From an optimization exercise on the open Yosys and OpenROAD flow, aimed at small area, a short achievable clock period and few clock cycles per item; shortcuts taken in it are not production practice.
Where RTL was checked, it was by simulation tests only, not by an equivalence proof against the original.
No driver is modelled on the clock port, so clock power and skew are understated where the tree is cut down; a real chip needs a root buffer or a tree.
No activity file was given, so power comes from the tool's default toggle rates.

==> job 6125: inputs <==
Design sha256_padder, start of the top module:
module sha256_padder #(
    parameter int LEN_W = 19
) (
    input  logic         Clk,
    input  logic         Reset,
    input  logic [7:0]   InData,
    input  logic         InValid,
    input  logic         InLast,
    output logic         InReady,
    output logic [511:0] Chunk,
    output logic         ChunkValid,
    output logic         ChunkLast,
    input  logic         ChunkReady
);
Settings: LEC_CHECK=0, CAP_MARGIN=20, CORE_MARGIN=2, CORE_UTILIZATION=50, SETUP_SLACK_MARGIN=2.45, SLEW_MARGIN=20, SYNTH_HIERARCHICAL=1, SYNTH_MINIMUM_KEEP_SIZE=0; clock period 4.5 ns.
standard.sh (not shown) runs the stock make flow with config.mk's settings and CLKGATE_MAP_FILE= SYNTH_SCRIPT=/design/flow/synth_recipe.tcl, a recipe that flattens the netlist after the stock synthesis.
==> flow/flow/run.sh <==
#!/bin/bash
# Standard ORFS layout with these changes: the port buffers use a small buffer cell, and the
# clock tree is a two-level tree built by flow/cts_pre.tcl (ORFS's PRE_CTS_TCL hook) in place
# of TritonCTS. Each ORFS step's full log is in orfs/logs/...; make's output is in flow.log.
set -euo pipefail
export BUFFER_PORTS_ARGS="-buffer_cell sky130_fd_sc_hd__buf_1"
export PRE_CTS_TCL="$PWD/flow/cts_pre.tcl"
bash standard.sh > flow.log 2>&1
==> flow/flow/cts_pre.tcl <==
# Two-level clock tree, built in place of TritonCTS: the flip-flops are clustered by location
# (k-means), each cluster gets a leaf buffer at its centre; the leaf buffers are grouped the
# same way, and each group gets a root buffer at its centre, driven by the clock port.
proc my_two_level_cts {} {
  set block [ord::get_db_block]
  set db [ord::get_db]
  set leaf_master [$db findMaster $::my_cts_leaf]
  set root_master [$db findMaster sky130_fd_sc_hd__clkbuf_16]
  set clk_port [$block findBTerm $::my_cts_port]
  set clk_net [$clk_port getNet]
  set sinks {}
  set xs {}
  set ys {}
  foreach it [$clk_net getITerms] {
    set inst [$it getInst]
    set box [$inst getBBox]
    lappend sinks $it
    lappend xs [expr {([$box xMin] + [$box xMax]) / 2.0}]
    lappend ys [expr {([$box yMin] + [$box yMax]) / 2.0}]
  }
  set n [llength $sinks]
  set k [expr {int(ceil(double($n) / $::my_cts_size))}]
  # initial centres: sinks sorted by x then split into k groups, each group's mean
  set order [lsort -real -indices $xs]
  set cx {}
  set cy {}
  for {set c 0} {$c < $k} {incr c} {
    set lo [expr {$c * $n / $k}]
    set hi [expr {($c + 1) * $n / $k}]
    set sx 0.0; set sy 0.0
    for {set i $lo} {$i < $hi} {incr i} {
      set j [lindex $order $i]
      set sx [expr {$sx + [lindex $xs $j]}]
      set sy [expr {$sy + [lindex $ys $j]}]
    }
    lappend cx [expr {$sx / ($hi - $lo)}]
    lappend cy [expr {$sy / ($hi - $lo)}]
  }
  # k-means with a soft size limit: a sink goes to the nearest centre with room
  set cap [expr {int(ceil($n * 1.25 / $k))}]
  for {set iter 0} {$iter < 30} {incr iter} {
    set cnt [lrepeat $k 0]
    set assign {}
    for {set i 0} {$i < $n} {incr i} {
      set x [lindex $xs $i]; set y [lindex $ys $i]
      set ds {}
      for {set c 0} {$c < $k} {incr c} {
        lappend ds [expr {abs($x - [lindex $cx $c]) + abs($y - [lindex $cy $c])}]
      }
      set best -1
      foreach c [lsort -real -indices $ds] {
        if {[lindex $cnt $c] < $cap} { set best $c; break }
      }
      lset cnt $best [expr {[lindex $cnt $best] + 1}]
      lappend assign $best
    }
    set sx [lrepeat $k 0.0]; set sy [lrepeat $k 0.0]
    for {set i 0} {$i < $n} {incr i} {
      set c [lindex $assign $i]
      lset sx $c [expr {[lindex $sx $c] + [lindex $xs $i]}]
      lset sy $c [expr {[lindex $sy $c] + [lindex $ys $i]}]
    }
    for {set c 0} {$c < $k} {incr c} {
      if {[lindex $cnt $c] > 0} {
        lset cx $c [expr {[lindex $sx $c] / [lindex $cnt $c]}]
        lset cy $c [expr {[lindex $sy $c] / [lindex $cnt $c]}]
      }
    }
  }
  puts "my_cts: $n sinks in $k clusters of [lsort -integer $cnt]"
  # leaves grouped into r groups by k-means on their centres; one root buffer per group
  set r $::my_cts_roots
  set rorder [lsort -real -indices $cx]
  set rx {}; set ry {}
  for {set g 0} {$g < $r} {incr g} {
    set j [lindex $rorder [expr {int(($g + 0.5) * $k / $r)}]]
    lappend rx [lindex $cx $j]; lappend ry [lindex $cy $j]
  }
  set rcap [expr {int(ceil(double($k) / $r))}]
  for {set iter 0} {$iter < 30} {incr iter} {
    set rassign {}
    set gx [lrepeat $r 0.0]; set gy [lrepeat $r 0.0]; set gn [lrepeat $r 0]
    for {set c 0} {$c < $k} {incr c} {
      set ds {}
      for {set g 0} {$g < $r} {incr g} {
        lappend ds [expr {abs([lindex $cx $c] - [lindex $rx $g]) + abs([lindex $cy $c] - [lindex $ry $g])}]
      }
      set g -1
      foreach gg [lsort -real -indices $ds] {
        if {[lindex $gn $gg] < $rcap} { set g $gg; break }
      }
      lappend rassign $g
      lset gx $g [expr {[lindex $gx $g] + [lindex $cx $c]}]
      lset gy $g [expr {[lindex $gy $g] + [lindex $cy $c]}]
      lset gn $g [expr {[lindex $gn $g] + 1}]
    }
    for {set g 0} {$g < $r} {incr g} {
      if {[lindex $gn $g] > 0} {
        lset rx $g [expr {[lindex $gx $g] / [lindex $gn $g]}]
        lset ry $g [expr {[lindex $gy $g] / [lindex $gn $g]}]
      }
    }
  }
  puts "my_cts: leaves per root [lsort -integer $gn]"
  set root_nets {}
  set roots {}
  for {set g 0} {$g < $r} {incr g} {
    set root [odb::dbInst_create $block $root_master clkbuf_root_${g}_Clk]
    $root setLocation [expr {int([lindex $rx $g])}] [expr {int([lindex $ry $g])}]
    $root setPlacementStatus PLACED
    set root_net [odb::dbNet_create $block clknet_root_${g}_Clk]
    $root_net setSigType CLOCK
    [$root findITerm X] connect $root_net
    lappend root_nets $root_net
    lappend roots $root
  }
  set leaves {}
  for {set c 0} {$c < $k} {incr c} {
    set leaf [odb::dbInst_create $block $leaf_master clkbuf_leaf_${c}_Clk]
    $leaf setLocation [expr {int([lindex $cx $c])}] [expr {int([lindex $cy $c])}]
    $leaf setPlacementStatus PLACED
    set net [odb::dbNet_create $block clknet_leaf_${c}_Clk]
    $net setSigType CLOCK
    [$leaf findITerm X] connect $net
    [$leaf findITerm A] connect [lindex $root_nets [lindex $rassign $c]]
    lappend leaves $net
  }
  for {set i 0} {$i < $n} {incr i} {
    set it [lindex $sinks $i]
    $it disconnect
    $it connect [lindex $leaves [lindex $assign $i]]
  }
  foreach root $roots { [$root findITerm A] connect $clk_net }
  $clk_net setSigType CLOCK
}

# ORFS's cts.tcl sources this before its clock_tree_synthesis call: build the tree here and
# make that call do nothing. The rest of cts.tcl (legalisation, timing repair) then runs as usual.
set ::my_cts_leaf  sky130_fd_sc_hd__clkbuf_16
set ::my_cts_port  Clk
set ::my_cts_size  20
set ::my_cts_roots 4
my_two_level_cts
set_propagated_clock [all_clocks]
rename clock_tree_synthesis {}
proc clock_tree_synthesis {args} {
  puts "clock_tree_synthesis skipped: the clock tree was built by cts_pre.tcl"
}
==> job 6578: changes against job 6125 <==
--- a/flow/design.v
+++ b/flow/design.v
@@ -15,17 +15,20 @@
     localparam int WR     = 0;   
     localparam int TOX    = 1;   
     localparam int CMT    = 2;   
     localparam int PAD    = 3;   
     localparam int P2W    = 4;   
     localparam int PADFIT = 5;   
     function automatic logic [5:0] ctl(input logic iv, input logic cv, input logic pend2,
-                                       input logic xv, input logic xl, input logic il,
-                                       input logic c1, input logic fits);
-        logic r_free, cmt, wr, pad;
+                                 input logic xv, input logic xl, input logic il,
+                                 input logic [7:1] ht, input logic [7:1] lt);
+        logic c0, c1, fits, r_free, cmt, wr, pad;
+        c0         = ~ht[1] & ~lt[1];
+        c1         = ~ht[1] & lt[1] & ~lt[2];
+        fits       = ~c0 & ~ht[7];                 
         r_free     = ~cv & ~pend2;
         cmt        = xv & xl & r_free;
         wr         = iv & ~c1 & r_free;
         pad        = (wr & il) | cmt;
         ctl[WR]     = wr;
         ctl[TOX]    = iv & ~pend2 & c1 & (~xv | cmt);
         ctl[CMT]    = cmt;
@@ -44,49 +47,49 @@
     logic         xv_q, xv_d;    
     logic [7:0]   xd_q;
     logic         xl_q, xl_d;
     logic         pend2_q, pend2_d;    
     logic         p2_80_q, p2_80_d;    
     logic [9:0]   hi_q, hi_d;
     logic [7:1]   ht_q, ht_d, lt_q, lt_d;
-    logic [7:0]   ch1_q, ch1_d, cl1_q, cl1_d;  
     logic [5:0]   ctl_q;         
     logic [8:0]   htc, ltc;      
     logic [2:0]   ch, cl;        
     logic         c0, c2;        
     logic         new_chunk, take, cnt_rst;
     logic [5:0]   ctl_d;
     logic [63:0]  lenbits;       
-    logic [7:0]   ch_lt, cl_le;
+    logic [7:0]   ch1, cl1, ch_lt, cl_le;
     logic [63:0]  sel, above, nxt;    
     logic [63:0]  k, w, s;
     logic [511:0] r_d;
     assign InReady    = rdy_q;
     assign Chunk      = r_q;
     assign ChunkValid = cvo_q;
     assign ChunkLast  = cl_q;
     assign htc     = {1'b0, ht_q, 1'b1};
     assign ltc     = {1'b0, lt_q, 1'b1};
     assign ch      = {ht_q[4], (ht_q[2] & ~ht_q[4]) | ht_q[6],
                       (ht_q[1] & ~ht_q[2]) | (ht_q[3] & ~ht_q[4]) | (ht_q[5] & ~ht_q[6]) | ht_q[7]};
     assign cl      = {lt_q[4], (lt_q[2] & ~lt_q[4]) | lt_q[6],
                       (lt_q[1] & ~lt_q[2]) | (lt_q[3] & ~lt_q[4]) | (lt_q[5] & ~lt_q[6]) | lt_q[7]};
-    assign c0      = ch1_q[0] & cl1_q[0];
-    assign c2      = ch1_q[0] & cl1_q[2];
+    assign c0      = ~ht_q[1] & ~lt_q[1];
+    assign c2      = ~ht_q[1] & lt_q[2] & ~lt_q[3];
     assign lenbits = {45'b0, hi_q, ch, cl, 3'b000};
     always_comb begin
         for (int j = 0; j < 8; j++) begin
+            ch1[j]   = htc[j] & ~htc[j + 1];
+            cl1[j]   = ltc[j] & ~ltc[j + 1];
             ch_lt[j] = ~htc[j];
             cl_le[j] = ~ltc[j + 1];
         end
         for (int i = 0; i < 64; i++) begin
-            sel[i]   = (i % 8 == 7) ? (ch1_q[(i / 8 + 1) % 8] & cl1_q[0])
-                                    : (ch1_q[i / 8] & cl1_q[i % 8 + 1]);
-            nxt[i]   = (i > 0) ? (ch1_q[i / 8] & cl1_q[i % 8]) : 1'b0;
-            above[i] = ~c0 & (ch_lt[i / 8] | (ch1_q[i / 8] & cl_le[i % 8]));
+            sel[i]   = (i % 8 == 7) ? (ch1[(i / 8 + 1) % 8] & cl1[0]) : (ch1[i / 8] & cl1[i % 8 + 1]);
+            nxt[i]   = (i > 0) ? (ch1[i / 8] & cl1[i % 8]) : 1'b0;
+            above[i] = ~c0 & (ch_lt[i / 8] | (ch1[i / 8] & cl_le[i % 8]));
         end
     end
     always_comb begin
         w    = {64{ctl_q[WR]}} & sel;
         w[0] = (ctl_q[WR] & c2) | ctl_q[CMT];
         k    = ~(w | ({64{ctl_q[PAD]}} & above) | {64{ctl_q[P2W]}});
         s    = ({64{ctl_q[PAD]}} & nxt) | {63'b0, ctl_q[P2W] & p2_80_q};   
@@ -127,70 +130,61 @@
         pend2_d = ~ctl_q[P2W] & (pend2_q | (ctl_q[PAD] & ~ctl_q[PADFIT]));
         p2_80_d = (ctl_q[PAD] & ~ctl_q[PADFIT]) ? c0 : p2_80_q;
         take    = (ctl_q[TOX] | ctl_q[WR]) & ~il_q;
         cnt_rst = ctl_q[PADFIT] | ctl_q[P2W];
         hi_d    = hi_q;
         ht_d    = ht_q;
         lt_d    = lt_q;
-        ch1_d   = ch1_q;
-        cl1_d   = cl1_q;
         if (cnt_rst) begin
             hi_d = '0;
             ht_d = '0;
             lt_d = take ? 7'd3 : 7'd1;
-            ch1_d = 8'd1;
-            cl1_d = take ? 8'd4 : 8'd2;
         end else if (take) begin
-            lt_d  = lt_q[7] ? 7'd0 : {lt_q[6:1], 1'b1};
-            cl1_d = {cl1_q[6:0], cl1_q[7]};
+            lt_d = lt_q[7] ? 7'd0 : {lt_q[6:1], 1'b1};
             if (lt_q[7]) begin
-                ht_d  = ht_q[7] ? 7'd0 : {ht_q[6:1], 1'b1};
-                ch1_d = {ch1_q[6:0], ch1_q[7]};
+                ht_d = ht_q[7] ? 7'd0 : {ht_q[6:1], 1'b1};
                 if (ht_q[7]) hi_d = hi_q + 10'd1;
             end
         end
-        ctl_d = ctl(iv_d, cv_d, pend2_d, xv_d, xl_d, il_d, ch1_d[0] & cl1_d[1],
-                    ~(ch1_d[0] & cl1_d[0]) & ~ht_d[7]);
+        ctl_d = ctl(iv_d, cv_d, pend2_d, xv_d, xl_d, il_d, ht_d, lt_d);
         rdy_d = ~iv_d | ctl_d[TOX] | ctl_d[WR];
     end
     always_ff @(posedge Clk) begin
         r_q  <= r_d;
         id_q <= id_d;
         il_q <= il_d;
         if (ctl_q[TOX]) xd_q <= id_q;
         xl_q <= xl_d;
-        cl_q    <= cl_d;
-        p2_80_q <= p2_80_d;
     end
     always_ff @(posedge Clk or negedge Reset) begin
         if (!Reset) begin
             cv_q    <= 1'b0;
             cvo_q   <= 1'b0;
+            cl_q    <= 1'b0;
             iv_q    <= 1'b0;
             rdy_q   <= 1'b0;     
             xv_q    <= 1'b0;
             pend2_q <= 1'b0;
+            p2_80_q <= 1'b0;
             hi_q    <= '0;
             ht_q    <= '0;
             lt_q    <= 7'd1;
-            ch1_q   <= 8'd1;
-            cl1_q   <= 8'd2;
             ctl_q   <= '0;
         end else begin
             cv_q    <= cv_d;
             cvo_q   <= new_chunk | (cvo_q & ~ChunkReady);
+            cl_q    <= cl_d;
             iv_q    <= iv_d;
             rdy_q   <= rdy_d;
             xv_q    <= xv_d;
             pend2_q <= pend2_d;
+            p2_80_q <= p2_80_d;
             hi_q    <= hi_d;
             ht_q    <= ht_d;
             lt_q    <= lt_d;
-            ch1_q   <= ch1_d;
-            cl1_q   <= cl1_d;
             ctl_q   <= ctl_d;
         end
     end
 endmodule
 module sha256_padder_cell (
     input  logic q,
     input  logic k,
--- a/flow/flow/cts_pre.tcl
+++ b/flow/flow/cts_pre.tcl
@@ -72,27 +72,23 @@
   set r $::my_cts_roots
   set rorder [lsort -real -indices $cx]
   set rx {}; set ry {}
   for {set g 0} {$g < $r} {incr g} {
     set j [lindex $rorder [expr {int(($g + 0.5) * $k / $r)}]]
     lappend rx [lindex $cx $j]; lappend ry [lindex $cy $j]
   }
-  set rcap [expr {int(ceil(double($k) / $r))}]
   for {set iter 0} {$iter < 30} {incr iter} {
     set rassign {}
     set gx [lrepeat $r 0.0]; set gy [lrepeat $r 0.0]; set gn [lrepeat $r 0]
     for {set c 0} {$c < $k} {incr c} {
       set ds {}
       for {set g 0} {$g < $r} {incr g} {
         lappend ds [expr {abs([lindex $cx $c] - [lindex $rx $g]) + abs([lindex $cy $c] - [lindex $ry $g])}]
       }
-      set g -1
-      foreach gg [lsort -real -indices $ds] {
-        if {[lindex $gn $gg] < $rcap} { set g $gg; break }
-      }
+      set g [lindex [lsort -real -indices $ds] 0]
       lappend rassign $g
       lset gx $g [expr {[lindex $gx $g] + [lindex $cx $c]}]
       lset gy $g [expr {[lindex $gy $g] + [lindex $cy $c]}]
       lset gn $g [expr {[lindex $gn $g] + 1}]
     }
     for {set g 0} {$g < $r} {incr g} {
       if {[lindex $gn $g] > 0} {
==> flow/config.mk (replaced) <==
export PLATFORM = sky130hd
export DESIGN_NAME = sha256_padder
export DESIGN_NICKNAME = sha256_padder
export VERILOG_FILES = /design/flow/design.v
export SDC_FILE = /design/flow/constraint.sdc
export NUM_CORES = 4
export LEC_CHECK = 0
export CAP_MARGIN = 20
export CORE_MARGIN = 2
export CORE_UTILIZATION = 50
export SETUP_SLACK_MARGIN = 2.55
export SLEW_MARGIN = 20
export SYNTH_HIERARCHICAL = 1
export SYNTH_MINIMUM_KEEP_SIZE = 0
export TNS_END_PERCENT = 30
==> job 3869: changes against job 6125 <==
==> flow/design.v (replaced) <==
module sha256_padder #(
    parameter int LEN_W = 19
) (
    input  logic         Clk,
    input  logic         Reset,
    input  logic [7:0]   InData,
    input  logic         InValid,
    input  logic         InLast,
    output logic         InReady,
    output logic [511:0] Chunk,
    output logic         ChunkValid,
    output logic         ChunkLast,
    input  logic         ChunkReady
);
    localparam int WR     = 0;   
    localparam int TOX    = 1;   
    localparam int CMT    = 2;   
    localparam int PAD    = 3;   
    localparam int P2W    = 4;   
    localparam int PADFIT = 5;   
    function automatic logic [5:0] ctl(input logic iv, input logic cv, input logic pend2,
                                 input logic xv, input logic xl, input logic il,
                                 input logic [7:1] ht, input logic [7:1] lt);
        logic c0, c1, fits, r_free, cmt, wr, pad;
        c0         = ~ht[1] & ~lt[1];
        c1         = ~ht[1] & lt[1] & ~lt[2];
        fits       = ~c0 & ~ht[7];                 
        r_free     = ~cv & ~pend2;
        cmt        = xv & xl & r_free;
        wr         = iv & ~c1 & r_free;
        pad        = (wr & il) | cmt;
        ctl[WR]     = wr;
        ctl[TOX]    = iv & ~pend2 & c1 & (~xv | cmt);
        ctl[CMT]    = cmt;
        ctl[PAD]    = pad;
        ctl[P2W]    = pend2 & ~cv;
        ctl[PADFIT] = pad & fits;
    endfunction
    logic [511:0] r_q;           
    logic         cv_q, cv_d;    
    logic         cvo_q;         
    logic         cl_q, cl_d;    
    logic         iv_q, iv_d;    
    logic [7:0]   id_q, id_d;
    logic         il_q, il_d;
    logic         rdy_q, rdy_d;  
    logic         xv_q, xv_d;    
    logic [7:0]   xd_q;
    logic         xl_q, xl_d;
    logic         pend2_q, pend2_d;    
    logic         p2_80_q, p2_80_d;    
    logic         odd_q, odd_d;  
    logic [7:0]   bus_e, bus_o;  
    logic [9:0]   hi_q, hi_d;
    logic [7:1]   ht_q, ht_d, lt_q, lt_d;
    logic [5:0]   ctl_q;         
    logic [8:0]   htc, ltc;      
    logic [2:0]   ch, cl;        
    logic         c0, c2;        
    logic         new_chunk, take, cnt_rst;
    logic [5:0]   ctl_d;
    logic [63:0]  lenbits;       
    logic [7:0]   ch1, cl1, ch_lt, cl_le;
    logic [63:0]  sel, above, nxt;    
    logic [63:0]  k, w, s;
    logic [511:0] r_d;
    assign InReady    = rdy_q;
    assign Chunk      = r_q;
    assign ChunkValid = cvo_q;
    assign ChunkLast  = cl_q;
    assign htc     = {1'b0, ht_q, 1'b1};
    assign ltc     = {1'b0, lt_q, 1'b1};
    assign ch      = {ht_q[4], (ht_q[2] & ~ht_q[4]) | ht_q[6],
                      (ht_q[1] & ~ht_q[2]) | (ht_q[3] & ~ht_q[4]) | (ht_q[5] & ~ht_q[6]) | ht_q[7]};
    assign cl      = {lt_q[4], (lt_q[2] & ~lt_q[4]) | lt_q[6],
                      (lt_q[1] & ~lt_q[2]) | (lt_q[3] & ~lt_q[4]) | (lt_q[5] & ~lt_q[6]) | lt_q[7]};
    assign c0      = ~ht_q[1] & ~lt_q[1];
    assign c2      = ~ht_q[1] & lt_q[2] & ~lt_q[3];
    assign lenbits = {45'b0, hi_q, ch, cl, 3'b000};
    always_comb begin
        for (int j = 0; j < 8; j++) begin
            ch1[j]   = htc[j] & ~htc[j + 1];
            cl1[j]   = ltc[j] & ~ltc[j + 1];
            ch_lt[j] = ~htc[j];
            cl_le[j] = ~ltc[j + 1];
        end
        for (int i = 0; i < 64; i++) begin
            sel[i]   = (i % 8 == 7) ? (ch1[(i / 8 + 1) % 8] & cl1[0]) : (ch1[i / 8] & cl1[i % 8 + 1]);
            nxt[i]   = (i > 0) ? (ch1[i / 8] & cl1[i % 8]) : 1'b0;
            above[i] = ~c0 & (ch_lt[i / 8] | (ch1[i / 8] & cl_le[i % 8]));
        end
    end
    always_comb begin
        bus_e = (ctl_q[PAD] & odd_q) ? 8'h80 : id_q;
        bus_o = (ctl_q[PAD] & ~odd_q) ? 8'h80 : id_q;
        w    = ({64{ctl_q[WR]}} & sel) | ({64{ctl_q[PAD]}} & nxt & {8'h00, {55{1'b1}}, 1'b0});
        w[0] = (ctl_q[WR] & c2) | ctl_q[CMT];
        k    = ~(({64{ctl_q[WR]}} & sel) | ({64{ctl_q[PAD]}} & above) | {64{ctl_q[P2W]}});
        k[0] = ~(w[0] | ctl_q[P2W]);
        s    = ({64{ctl_q[PAD]}} & nxt & {8'hff, 56'b0}) | {63'b0, ctl_q[P2W] & p2_80_q};
    end
    for (genvar b = 0; b < 7; b++) begin : g_bit0
        sha256_padder_cell u_cell (
            .q(r_q[511 - 7 + b]), .k(k[0]), .w(w[0]), .d(xd_q[b]), .y(r_d[511 - 7 + b])
        );
    end
    sha256_padder_cell7 u_cell70 (
        .q(r_q[511]), .k(k[0]), .w(w[0]), .d(xd_q[7]), .s(s[0]), .y(r_d[511])
    );
    for (genvar i = 1; i < 56; i++) begin : g_lane
        for (genvar b = 0; b < 8; b++) begin : g_bit
            sha256_padder_cell u_cell (
                .q(r_q[511 - 8*i - 7 + b]), .k(k[i]), .w(w[i]),
                .d((i % 2 == 1) ? bus_o[b] : bus_e[b]),
                .y(r_d[511 - 8*i - 7 + b])
            );
        end
    end
    always_comb begin
        for (int i = 56; i < 64; i++) begin
            for (int b = 0; b < 8; b++) begin
                r_d[511 - 8*i - 7 + b] =
                    (r_q[511 - 8*i - 7 + b] & k[i]) |
                    (w[i] & id_q[b]) |
                    ((b == 7) ? s[i] : 1'b0) |
                    ((ctl_q[PADFIT] | ctl_q[P2W]) & lenbits[8*(63-i) + b]);
            end
        end
    end
    always_comb begin
        iv_d    = rdy_q ? InValid : iv_q;
        id_d    = rdy_q ? InData : id_q;
        il_d    = rdy_q ? InLast : il_q;
        xv_d    = ctl_q[TOX] | (xv_q & ~ctl_q[WR] & ~ctl_q[CMT]);
        xl_d    = ctl_q[TOX] ? il_q : xl_q;
        new_chunk = (ctl_q[WR] & (il_q | c0)) | ctl_q[CMT] | ctl_q[P2W];
        cv_d    = new_chunk | (cv_q & ~ChunkReady);
        cl_d    = new_chunk ? (ctl_q[P2W] | ctl_q[PADFIT]) : cl_q;
        pend2_d = ~ctl_q[P2W] & (pend2_q | (ctl_q[PAD] & ~ctl_q[PADFIT]));
        p2_80_d = (ctl_q[PAD] & ~ctl_q[PADFIT]) ? c0 : p2_80_q;
        take    = (ctl_q[TOX] | ctl_q[WR]) & ~il_q;
        cnt_rst = ctl_q[PADFIT] | ctl_q[P2W];
        odd_d   = cnt_rst ? take : (odd_q ^ take);
        hi_d    = hi_q;
        ht_d    = ht_q;
        lt_d    = lt_q;
        if (cnt_rst) begin
            hi_d = '0;
            ht_d = '0;
            lt_d = take ? 7'd3 : 7'd1;
        end else if (take) begin
            lt_d = lt_q[7] ? 7'd0 : {lt_q[6:1], 1'b1};
            if (lt_q[7]) begin
                ht_d = ht_q[7] ? 7'd0 : {ht_q[6:1], 1'b1};
                if (ht_q[7]) hi_d = hi_q + 10'd1;
            end
        end
        ctl_d = ctl(iv_d, cv_d, pend2_d, xv_d, xl_d, il_d, ht_d, lt_d);
        rdy_d = ~iv_d | ctl_d[TOX] | ctl_d[WR];
    end
    always_ff @(posedge Clk) begin
        r_q  <= r_d;
        id_q <= id_d;
        il_q <= il_d;
        if (ctl_q[TOX]) xd_q <= id_q;
        xl_q <= xl_d;
    end
    always_ff @(posedge Clk or negedge Reset) begin
        if (!Reset) begin
            cv_q    <= 1'b0;
            cvo_q   <= 1'b0;
            cl_q    <= 1'b0;
            iv_q    <= 1'b0;
            rdy_q   <= 1'b0;     
            xv_q    <= 1'b0;
            pend2_q <= 1'b0;
            p2_80_q <= 1'b0;
            odd_q   <= 1'b0;
            hi_q    <= '0;
            ht_q    <= '0;
            lt_q    <= 7'd1;
            ctl_q   <= '0;
        end else begin
            cv_q    <= cv_d;
            cvo_q   <= new_chunk | (cvo_q & ~ChunkReady);
            cl_q    <= cl_d;
            iv_q    <= iv_d;
            rdy_q   <= rdy_d;
            xv_q    <= xv_d;
            pend2_q <= pend2_d;
            p2_80_q <= p2_80_d;
            odd_q   <= odd_d;
            hi_q    <= hi_d;
            ht_q    <= ht_d;
            lt_q    <= lt_d;
            ctl_q   <= ctl_d;
        end
    end
endmodule
module sha256_padder_cell (
    input  logic q,
    input  logic k,
    input  logic w,
    input  logic d,
    output logic y
);
    assign y = (q & k) | (w & d);
endmodule
module sha256_padder_cell7 (
    input  logic q,
    input  logic k,
    input  logic w,
    input  logic d,
    input  logic s,
    output logic y
);
    assign y = (q & k) | (w & d) | s;
endmodule
--- a/flow/flow/cts_pre.tcl
+++ b/flow/flow/cts_pre.tcl
@@ -72,27 +72,23 @@
   set r $::my_cts_roots
   set rorder [lsort -real -indices $cx]
   set rx {}; set ry {}
   for {set g 0} {$g < $r} {incr g} {
     set j [lindex $rorder [expr {int(($g + 0.5) * $k / $r)}]]
     lappend rx [lindex $cx $j]; lappend ry [lindex $cy $j]
   }
-  set rcap [expr {int(ceil(double($k) / $r))}]
   for {set iter 0} {$iter < 30} {incr iter} {
     set rassign {}
     set gx [lrepeat $r 0.0]; set gy [lrepeat $r 0.0]; set gn [lrepeat $r 0]
     for {set c 0} {$c < $k} {incr c} {
       set ds {}
       for {set g 0} {$g < $r} {incr g} {
         lappend ds [expr {abs([lindex $cx $c] - [lindex $rx $g]) + abs([lindex $cy $c] - [lindex $ry $g])}]
       }
-      set g -1
-      foreach gg [lsort -real -indices $ds] {
-        if {[lindex $gn $gg] < $rcap} { set g $gg; break }
-      }
+      set g [lindex [lsort -real -indices $ds] 0]
       lappend rassign $g
       lset gx $g [expr {[lindex $gx $g] + [lindex $cx $c]}]
       lset gy $g [expr {[lindex $gy $g] + [lindex $cy $c]}]
       lset gn $g [expr {[lindex $gn $g] + 1}]
     }
     for {set g 0} {$g < $r} {incr g} {
       if {[lindex $gn $g] > 0} {
==> flow/config.mk (replaced) <==
export PLATFORM = sky130hd
export DESIGN_NAME = sha256_padder
export DESIGN_NICKNAME = sha256_padder
export VERILOG_FILES = /design/flow/design.v
export SDC_FILE = /design/flow/constraint.sdc
export NUM_CORES = 4
export LEC_CHECK = 0
export CAP_MARGIN = 20
export CORE_MARGIN = 2
export CORE_UTILIZATION = 50
export SETUP_SLACK_MARGIN = 2.6
export SLEW_MARGIN = 20
export SYNTH_HIERARCHICAL = 1
export SYNTH_MINIMUM_KEEP_SIZE = 0
export TNS_END_PERCENT = 3
==> summary.txt <==
Total power, lowest first: job 6578, job 3869, job 6125. The highest utilization belongs to job 6125, the lowest to job 3869. The highest synthesized area belongs to job 6125, the lowest to job 3869. The lowest sequential share of layout area belongs to job 6125, the highest to job 3869. Sequential cell count: job 6578 < job 3869 < job 6125. Against job 3869, the clock power of job 6125 is higher by about 3%. Final cell count: job 6578 is higher than job 3869 (about 1.6%). The lowest die area belongs to job 3869, the highest to job 6125. Between job 6125 and job 6578, the lower hold slack is in job 6125 (gap 110 ps). Global-route usage: job 3869 < job 6578 < job 6125.
Testbench counts of job 6578, summed over its fixed seeds: cycles 53,377, bytes 53,274.
Function not checked in job 6125 and job 3869: the RTL went through the layout flow alone. No run of this note takes its clock network from TritonCTS; it comes from the design's own scripts or RTL.

==> separate check: timing with driven ports <==
The results above use ideal ports. As a check the final layouts listed here were re-extracted and re-timed, cells and wires unchanged. Step 1 sets driving cells, clkbuf_16 on the clock port and buf_2 on the other inputs (assumed; they add their load-dependent delay and slew). Step 2 times the ports against the registers' clock, not the clock port: input delays grow and output delays shrink by t, the midpoint of the rising clock arrivals with the driver on. Slacks: ideal ports / drivers / drivers and shift; pairs: ideal ports / drivers.
run | shift t [ns] | slack for setup (ns) | worst register clock-pin slew, ns
job 6125 | 0.479 | 2.429 / 2.429 / 2.429 | 0.09 / 0.09
job 6578 | 0.474 | 2.513 / 2.449 / 2.513 | 0.09 / 0.09
job 3869 | 0.484 | 2.477 / 2.439 / 2.477 | 0.09 / 0.09
After both steps every run listed still meets setup and hold.
